From an optimization exercise on the open Yosys and OpenROAD flow, aimed at small area; shortcuts taken in it are not production practice.
Only simulation tests tie the RTL to the original design; equivalence was not proved.
Power is estimated from default activity; no workload was simulated.

## radio_frontend_top
module radio_frontend_top
(
   input  logic          radio_clk,
   input  logic          i_reset,
   input  logic [40:0]   i_set,        
   input  logic          i_rb_stb,
   input  logic [7:0]    i_rb_addr,
   input  logic          i_run_rx,
   input  logic          i_run_tx,
   input  logic          i_rx_stb,
   input  logic [31:0]   i_rx_data,    
   input  logic          i_tx_stb,
   input  logic [31:0]   i_tx_data,
   input  logic [31:0]   i_db_gpio_in,
   input  logic [31:0]   i_misc_in,
   output logic          o_rb_valid,
   output logic [31:0]   o_rb_data,
   output logic [1:0]    o_rx_stb,
   output logic [63:0]   o_rx_data,
   output logic [0:0]    o_tx_stb,
   output logic [31:0]   o_tx_data,
   output logic [31:0]   o_db_gpio_out,
   output logic [31:0]   o_db_gpio_ddr,
   output logic [2:0]    o_radio_led,
   output logic [31:0]   o_misc_out
);
   wire        set_stb  = i_set[40];
   wire [7:0]  set_addr = i_set[39:32];
   wire [31:0] set_data = i_set[31:0];
   wire hit_db = (set_addr[7:3] == 5'b10100) & ~(set_addr[2] & set_addr[1]);
   wire hit_fe = (set_addr[7:6] == 2'b11) & (set_addr[3:0] == 4'd0) & (set_addr[5:4] != 2'd0);
   logic [31:0] pend_data;
   logic [2:0]  pend_idx;     
   logic        pend_db, pend_fe;
   always_ff @(posedge radio_clk)
   begin
      pend_data <= set_data;
      pend_idx  <= {set_addr[2],
                    set_addr[1] | (set_addr[6] & set_addr[5]),
                    set_addr[0] | (set_addr[6] & set_addr[4])};
      if (i_reset)
      begin
         pend_db <= 1'b0;
         pend_fe <= 1'b0;
      end
      else
      begin
         pend_db <= set_stb & hit_db;
         pend_fe <= set_stb & hit_fe;
      end
   end
   wire we_idle = pend_db & (pend_idx == 3'd0);
   wire we_rx   = pend_db & (pend_idx == 3'd1);
   wire we_tx   = pend_db & (pend_idx == 3'd2);
   wire we_fdx  = pend_db & (pend_idx == 3'd3);
   wire we_ddr  = pend_db & (pend_idx == 3'd4);
   wire we_misc = pend_db & (pend_idx == 3'd5);
   wire we_rx0  = pend_fe & (pend_idx[1:0] == 2'd2);
  ...
Size: roughly 420 I/O pins, about 0.014 mm^2 of cells after synthesis.
clock: 5.0 ns
lec_check: 0
cap_margin: 20
core_margin: 2
core_utilization: 60
slew_margin: 20
standard.sh (not shown) runs the stock make flow with config.mk's settings and CLKGATE_MAP_FILE= SYNTH_SCRIPT=/design/flow/synth_recipe.tcl, a recipe that flattens the netlist after the stock synthesis.
==> flow/flow/run.sh <==
#!/bin/bash
set -euo pipefail
LIB=$FLOW_HOME/platforms/sky130hd/lib/sky130_fd_sc_hd__tt_025C_1v80.lib
RES=orfs/results/sky130hd/radio_frontend_top/base
CONE_DELAY=${CONE_DELAY:-1600}
SEEDS=${SEEDS:-1 2 3 4 5 6 7 8}
export BUFFER_PORTS_ARGS="-buffer_cell sky130_fd_sc_hd__buf_1"
export CTS_ARGS="-sink_clustering_enable -repair_clock_nets -dont_use_dummy_load -buf_list sky130_fd_sc_hd__clkbuf_8 -sink_clustering_size 16 -sink_clustering_max_diameter 60"

bash standard.sh synth > log_standard_synth.log 2>&1

mkdir -p models alt
python3 flow/mkmodels.py $LIB models/comb.v models/seq.v > log_mkmodels.log 2>&1
cp $RES/1_2_yosys.v alt/standard.v
python3 flow/tagq.py alt/standard.v alt/standard_tagged.v > log_tagq_standard.log 2>&1

# alt_synth.tcl: synth_recipe.tcl with the ABC hook sourced first
{ echo "source $PWD/flow/abc_hook.tcl"; cat synth_recipe.tcl; } > alt/alt_synth.tcl

pids=()
for seed in $SEEDS; do
  sed "s/SEED/$seed/" flow/area.abc > alt/area_s$seed.abc
  sed -e "s/SEED/$seed/" -e "s/DELAY/$CONE_DELAY/" flow/cone.abc > alt/cone_s$seed.abc
  sed -e "s#WORK_HOME=\([^ ]*\)/orfs #WORK_HOME=\1/orfs_alt$seed #" \
      -e "s#SYNTH_SCRIPT=[^ ]*#SYNTH_SCRIPT=$PWD/alt/alt_synth.tcl#" standard.sh > alt/synth_s$seed.sh
  ( ALT_ABC_SCRIPT=$PWD/alt/area_s$seed.abc ALT_CONE_SCRIPT=$PWD/alt/cone_s$seed.abc \
      bash alt/synth_s$seed.sh synth > log_alt_synth_s$seed.log 2>&1 || true ) &
  pids+=($!)
  # at most NUM_CORES syntheses at a time
  if (( ${#pids[@]} >= ${NUM_CORES:-4} )); then wait "${pids[@]}" || true; pids=(); fi
done
if (( ${#pids[@]} )); then wait "${pids[@]}" || true; fi

best=""; best_area=""
for seed in $SEEDS; do
  f=orfs_alt$seed/results/sky130hd/radio_frontend_top/base/1_2_yosys.v
  st=orfs_alt$seed/reports/sky130hd/radio_frontend_top/base/synth_stat.txt
  [[ -s $f && -s $st ]] || { echo "seed $seed: no netlist" >> log_alt_summary.log; continue; }
  if ! python3 flow/regs.py alt/standard.v $f > log_regs_s$seed.log 2>&1; then
    echo "seed $seed: registers differ, dropped" >> log_alt_summary.log; continue
  fi
  python3 flow/tagq.py $f alt/tagged_s$seed.v > log_tagq_s$seed.log 2>&1
  sed -e "s#GOLD#alt/standard_tagged.v#" -e "s#GATE#alt/tagged_s$seed.v#" flow/eq.ys > alt/eq_s$seed.ys
  if yosys -s alt/eq_s$seed.ys > log_eq_s$seed.log 2>&1; then
    a=$(grep "Chip area" $st | head -1 | awk '{print $NF}')
    echo "seed $seed: area $a, same registers, equivalent" >> log_alt_summary.log
    if [[ -z "$best" ]] || awk "BEGIN{exit !($a < $best_area)}"; then best=$f; best_area=$a; fi
  else
    echo "seed $seed: NOT equivalent, dropped" >> log_alt_summary.log
  fi
done

if [[ -n "$best" ]]; then
  echo "using $best ($best_area)" >> log_alt_summary.log
  cp alt/standard.v $RES/1_2_yosys.standard.v
  cp $best $RES/1_2_yosys.v
  rm -f $RES/1_synth.odb $RES/1_synth.sdc
else
  echo "keeping the standard netlist" >> log_alt_summary.log
fi

bash standard.sh > log_standard_flow.log 2>&1
Other scripts of this flow, unchanged in this note and not shown: flow/flow/abc_hook.tcl, flow/flow/area.abc, flow/flow/cone.abc, flow/flow/dont_use.txt, flow/flow/eq.ys, flow/flow/flops.v, flow/flow/mkmodels.py, flow/flow/regs.py, flow/flow/tagq.py
The starting point completed without violations.
Then changed:
Settings changed: CORE_UTILIZATION 60 to 40.
Effect:
- The new run finished clean
- sequential share of layout area goes down by 0.89 points
- area after synthesis does not change
- register-to-register slack barely changes
- final area goes up slightly
- non-clock buffer count goes up by 2
- setup slack is better by 0.094 ns
- routed wire length goes up by a little under a tenth
- utilization goes down by 23 points

The RTL this note starts from:
==> flow/design.v <==
package radio_pkg;
   localparam int SAMPLE_W = 32;                   
   localparam int IQ_W     = SAMPLE_W / 2;         
   localparam int SET_W    = 41;                   
   localparam int FE_W     = 3;                    
   localparam int ATR_W    = 160;                  
   localparam logic [IQ_W-1:0] IQ_MIN = {1'b1, {(IQ_W-1){1'b0}}};
   localparam logic [IQ_W-1:0] IQ_MAX = {1'b0, {(IQ_W-1){1'b1}}};
   localparam logic [7:0] SR_DB_BASE        = 8'd160;
   localparam logic [7:0] SR_GPIO_IDLE      = SR_DB_BASE + 8'd0;
   localparam logic [7:0] SR_GPIO_RX        = SR_DB_BASE + 8'd1;
   localparam logic [7:0] SR_GPIO_TX        = SR_DB_BASE + 8'd2;
   localparam logic [7:0] SR_GPIO_FDX       = SR_DB_BASE + 8'd3;
   localparam logic [7:0] SR_GPIO_DDR       = SR_DB_BASE + 8'd4;
   localparam logic [7:0] SR_MISC_OUT       = SR_DB_BASE + 8'd5;
   localparam logic [7:0] SR_TX_FE_BASE     = 8'd208;
   localparam logic [7:0] SR_RX_FE_BASE     = 8'd224;
   localparam logic [7:0] SR_FE_CHAN_OFFSET = 8'd16;    
   localparam logic [7:0] RB_DB_BASE  = 8'd16;
   localparam logic [7:0] RB_GPIO_IN  = RB_DB_BASE + 8'd0;
   localparam logic [7:0] RB_MISC_IN  = RB_DB_BASE + 8'd1;
   localparam logic [7:0] RB_MISC_OUT = RB_DB_BASE + 8'd2;
endpackage
import radio_pkg::*;
module radio_frontend_top
(
   input  logic          radio_clk,
   input  logic          i_reset,
   input  logic [40:0]   i_set,        
   input  logic          i_rb_stb,
   input  logic [7:0]    i_rb_addr,
   input  logic          i_run_rx,
   input  logic          i_run_tx,
   input  logic          i_rx_stb,
   input  logic [31:0]   i_rx_data,    
   input  logic          i_tx_stb,
   input  logic [31:0]   i_tx_data,
   input  logic [31:0]   i_db_gpio_in,
   input  logic [31:0]   i_misc_in,
   output logic          o_rb_valid,
   output logic [31:0]   o_rb_data,
   output logic [1:0]    o_rx_stb,
   output logic [63:0]   o_rx_data,
   output logic [0:0]    o_tx_stb,
   output logic [31:0]   o_tx_data,
   output logic [31:0]   o_db_gpio_out,
   output logic [31:0]   o_db_gpio_ddr,
   output logic [2:0]    o_radio_led,
   output logic [31:0]   o_misc_out
);
   wire        set_stb  = i_set[40];
   wire [7:0]  set_addr = i_set[39:32];
   wire [31:0] set_data = i_set[31:0];
   wire hit_db = (set_addr[7:3] == 5'b10100) & ~(set_addr[2] & set_addr[1]);
   wire hit_fe = (set_addr[7:6] == 2'b11) & (set_addr[3:0] == 4'd0) & (set_addr[5:4] != 2'd0);
   logic [31:0] pend_data;
   logic [2:0]  pend_idx;     
   logic        pend_db, pend_fe;
   always_ff @(posedge radio_clk)
   begin
      pend_data <= set_data;
      pend_idx  <= {set_addr[2],
                    set_addr[1] | (set_addr[6] & set_addr[5]),
                    set_addr[0] | (set_addr[6] & set_addr[4])};
      if (i_reset)
      begin
         pend_db <= 1'b0;
         pend_fe <= 1'b0;
      end
      else
      begin
         pend_db <= set_stb & hit_db;
         pend_fe <= set_stb & hit_fe;
      end
   end
   wire [31:0] wdata = i_reset ? 32'd0 : pend_data;
   wire we_idle = pend_db & (pend_idx == 3'd0);
   wire we_rx   = pend_db & (pend_idx == 3'd1);
   wire we_tx   = pend_db & (pend_idx == 3'd2);
   wire we_fdx  = pend_db & (pend_idx == 3'd3);
   wire we_ddr  = pend_db & (pend_idx == 3'd4);
   wire we_misc = pend_db & (pend_idx == 3'd5);
   wire we_txfe = pend_fe & (pend_idx[1:0] == 2'd1);
   wire we_rx0  = pend_fe & (pend_idx[1:0] == 2'd2);
   wire we_rx1  = pend_fe & (pend_idx[1:0] == 2'd3);
   logic [31:0] atr_idle, atr_rx, atr_tx, atr_fdx, ddr, misc;
   logic [2:0]  fe_tx, fe_rx0, fe_rx1;
   always_ff @(posedge radio_clk)
   begin
      if (i_reset | we_idle) atr_idle <= wdata;
      if (i_reset | we_rx)   atr_rx   <= wdata;
      if (i_reset | we_tx)   atr_tx   <= wdata;
      if (i_reset | we_fdx)  atr_fdx  <= wdata;
      if (i_reset | we_ddr)  ddr      <= wdata;
      if (i_reset | we_misc) misc     <= wdata;
      if (i_reset | we_txfe) fe_tx    <= wdata[2:0];
      if (i_reset | we_rx0)  fe_rx0   <= wdata[2:0];
      if (i_reset | we_rx1)  fe_rx1   <= wdata[2:0];
   end
   logic run_rx_r, run_tx_r;
   always_ff @(posedge radio_clk)
   begin
      if (i_reset)
      begin
         run_rx_r <= 1'b0;
         run_tx_r <= 1'b0;
      end
      else
      begin
         run_rx_r <= i_run_rx;
         run_tx_r <= i_run_tx;
      end
   end
   always_comb
   begin
      case ({run_tx_r, run_rx_r})
         2'b00:   o_db_gpio_out = atr_idle;
         2'b01:   o_db_gpio_out = atr_rx;
         2'b10:   o_db_gpio_out = atr_tx;
         default: o_db_gpio_out = atr_fdx;
      endcase
   end
   assign o_db_gpio_ddr = ddr;
   assign o_misc_out    = misc;
   assign o_radio_led   = {run_rx_r & ~run_tx_r, run_tx_r, run_rx_r};
   logic [31:0] gpio_s, misc_s;
   wire [31:0] misc_now = we_misc ? pend_data : misc;
   always_ff @(posedge radio_clk)
   begin
      gpio_s <= i_db_gpio_in;
      misc_s <= i_misc_in;
      o_rb_valid <= i_rb_stb & ~i_reset;
      case (i_rb_addr)
         RB_GPIO_IN:  o_rb_data <= gpio_s;
         RB_MISC_IN:  o_rb_data <= misc_s;
         RB_MISC_OUT: o_rb_data <= misc_now;
         default:     o_rb_data <= '0;
      endcase
   end
   function automatic logic [15:0] cneg(input logic [15:0] x, input logic n);
      if (!n)
         cneg = x;
      else if (x == IQ_MIN)
         cneg = IQ_MAX;
      else
         cneg = -x;
   endfunction
   function automatic logic [31:0] correct(input logic [31:0] w, input logic [2:0] c);
      logic [15:0] si, sq;
      si = c[2] ? w[15:0] : w[31:16];
      sq = c[2] ? w[31:16] : w[15:0];
      correct = {cneg(si, c[1]), cneg(sq, c[0])};
   endfunction
   logic [31:0] rx_r, tx_r;
   logic        rx_stb_r, tx_stb_r;
   always_ff @(posedge radio_clk)
   begin
      rx_r <= i_rx_data;
      tx_r <= i_tx_data;
      rx_stb_r <= i_rx_stb & ~i_reset;
      tx_stb_r <= i_tx_stb & ~i_reset;
   end
   assign o_rx_stb  = {2{rx_stb_r}};
   assign o_tx_stb  = tx_stb_r;
   assign o_rx_data = {correct(rx_r, fe_rx1), correct(rx_r, fe_rx0)};
   assign o_tx_data = correct(tx_r, fe_tx);
endmodule
export LEC_CHECK = 0
export CAP_MARGIN = 20
export CORE_MARGIN = 2
export CORE_UTILIZATION = 40
export SLEW_MARGIN = 20
create_clock -name core_clock -period 5.0 [get_ports {radio_clk}]
==> flow/flow/run.sh <==
#!/bin/bash
# Standard layout with two changes:
#  - port buffers made from the smallest plain buffer (buf_1) instead of the
#    delay buffer buffer_ports picks by default;
#  - clock tree built from clkbuf_8 with larger sink clusters and no dummy
#    loads, instead of clkbuf_16 everywhere.
set -euo pipefail
export BUFFER_PORTS_ARGS="-buffer_cell sky130_fd_sc_hd__buf_1"
export CTS_ARGS="-sink_clustering_enable -repair_clock_nets -dont_use_dummy_load -buf_list sky130_fd_sc_hd__clkbuf_8 -sink_clustering_size 20 -sink_clustering_max_diameter 60"
bash standard.sh > standard_flow.log 2>&1
The baseline went through all stages and came out clean.
Edit:
==> flow/flow/run.sh (replaced) <==
#!/bin/bash
# Standard layout, with the port buffers made from the smallest plain buffer
# (buf_1) instead of the delay buffer buffer_ports picks by default.
set -euo pipefail
export BUFFER_PORTS_ARGS="-buffer_cell sky130_fd_sc_hd__buf_1"
bash standard.sh > standard_flow.log 2>&1
Outcome: Core utilization came out higher by 2.2 points; combinational power stays flat; critical path depth stays the same; worst setup slack loses 0.016 ns; routed wire length rises slightly; area after synthesis stays the same; sequential share of layout area fell by 2.3 points; non-clock buffer count stays the same; cell area is higher by a few percent; fmax is lower slightly; count of clock-buffer cells in the layout rises by 30.
Edit:
==> flow/run.sh (new file) <==
#!/bin/bash
# synth_recipe.tcl (not shown) runs the flow's synth.tcl, then flattens the netlist and writes it again
# the make line also repeats each setting of config.mk as NAME=value (left out here)
make -C /OpenROAD-flow-scripts/flow DESIGN_CONFIG=/design/flow/config.mk WORK_HOME=/design/flow/orfs CLKGATE_MAP_FILE= SYNTH_SCRIPT=/design/flow/synth_recipe.tcl finish
removed: flow/flow/run.sh
removed: flow/standard.sh
After rerunning:
- The changed run passed the timing, DRC and antenna checks
- total power goes up by a little under a tenth
- register-to-register slack gains 0.04 ns
- synthesized area does not change
- cell area is higher by roughly a tenth
- core utilization grows by 6.7 points
- sequential share of layout area fell by 6.0 points

## afterwards: timing with drivers on the ports
In the flow no input, the clock included, has a driving cell. The finished layouts below were timed again as built, in two steps. Step 1, drivers: a clkbuf_16 drives radio_clk and a buf_2 each remaining input, both assumed. Step 2, shift: input delay + t, output delay - t, t = (earliest + latest rising clock arrival at the registers) / 2. This alone moves slack from input paths to output paths. Three values: ideal, step 1, step 2; two values: the first two.
| run | shift t [ns] | slack for setup (ns) | worst setup path after step 2 | clock arrival spread, ns | worst data-port slew with drivers (ns) |
|---|---|---|---|---|---|
| the first run of note 1 | 0.627 | 0.509 / 0.466 / 1.093 | register to output | 0.048 / 0.048 | 0.07 |
| the second run of note 1 | 0.576 | 0.603 / 0.558 / 1.133 | register to output | 0.083 / 0.083 | 0.08 |
| the first run of note 2 | 0.623 | 0.584 / 0.534 / 1.157 | register to output | 0.096 / 0.097 | 0.09 |
| the second run of note 2 | 0.607 | 0.568 / 0.514 / 1.121 | register to output | 0.010 / 0.010 | 0.08 |
| the third run of note 2 | 0.631 | 0.304 / 0.248 / 0.879 | register to output | 0.036 / 0.036 | 0.10 |
After both steps setup and hold are still met in every run listed.
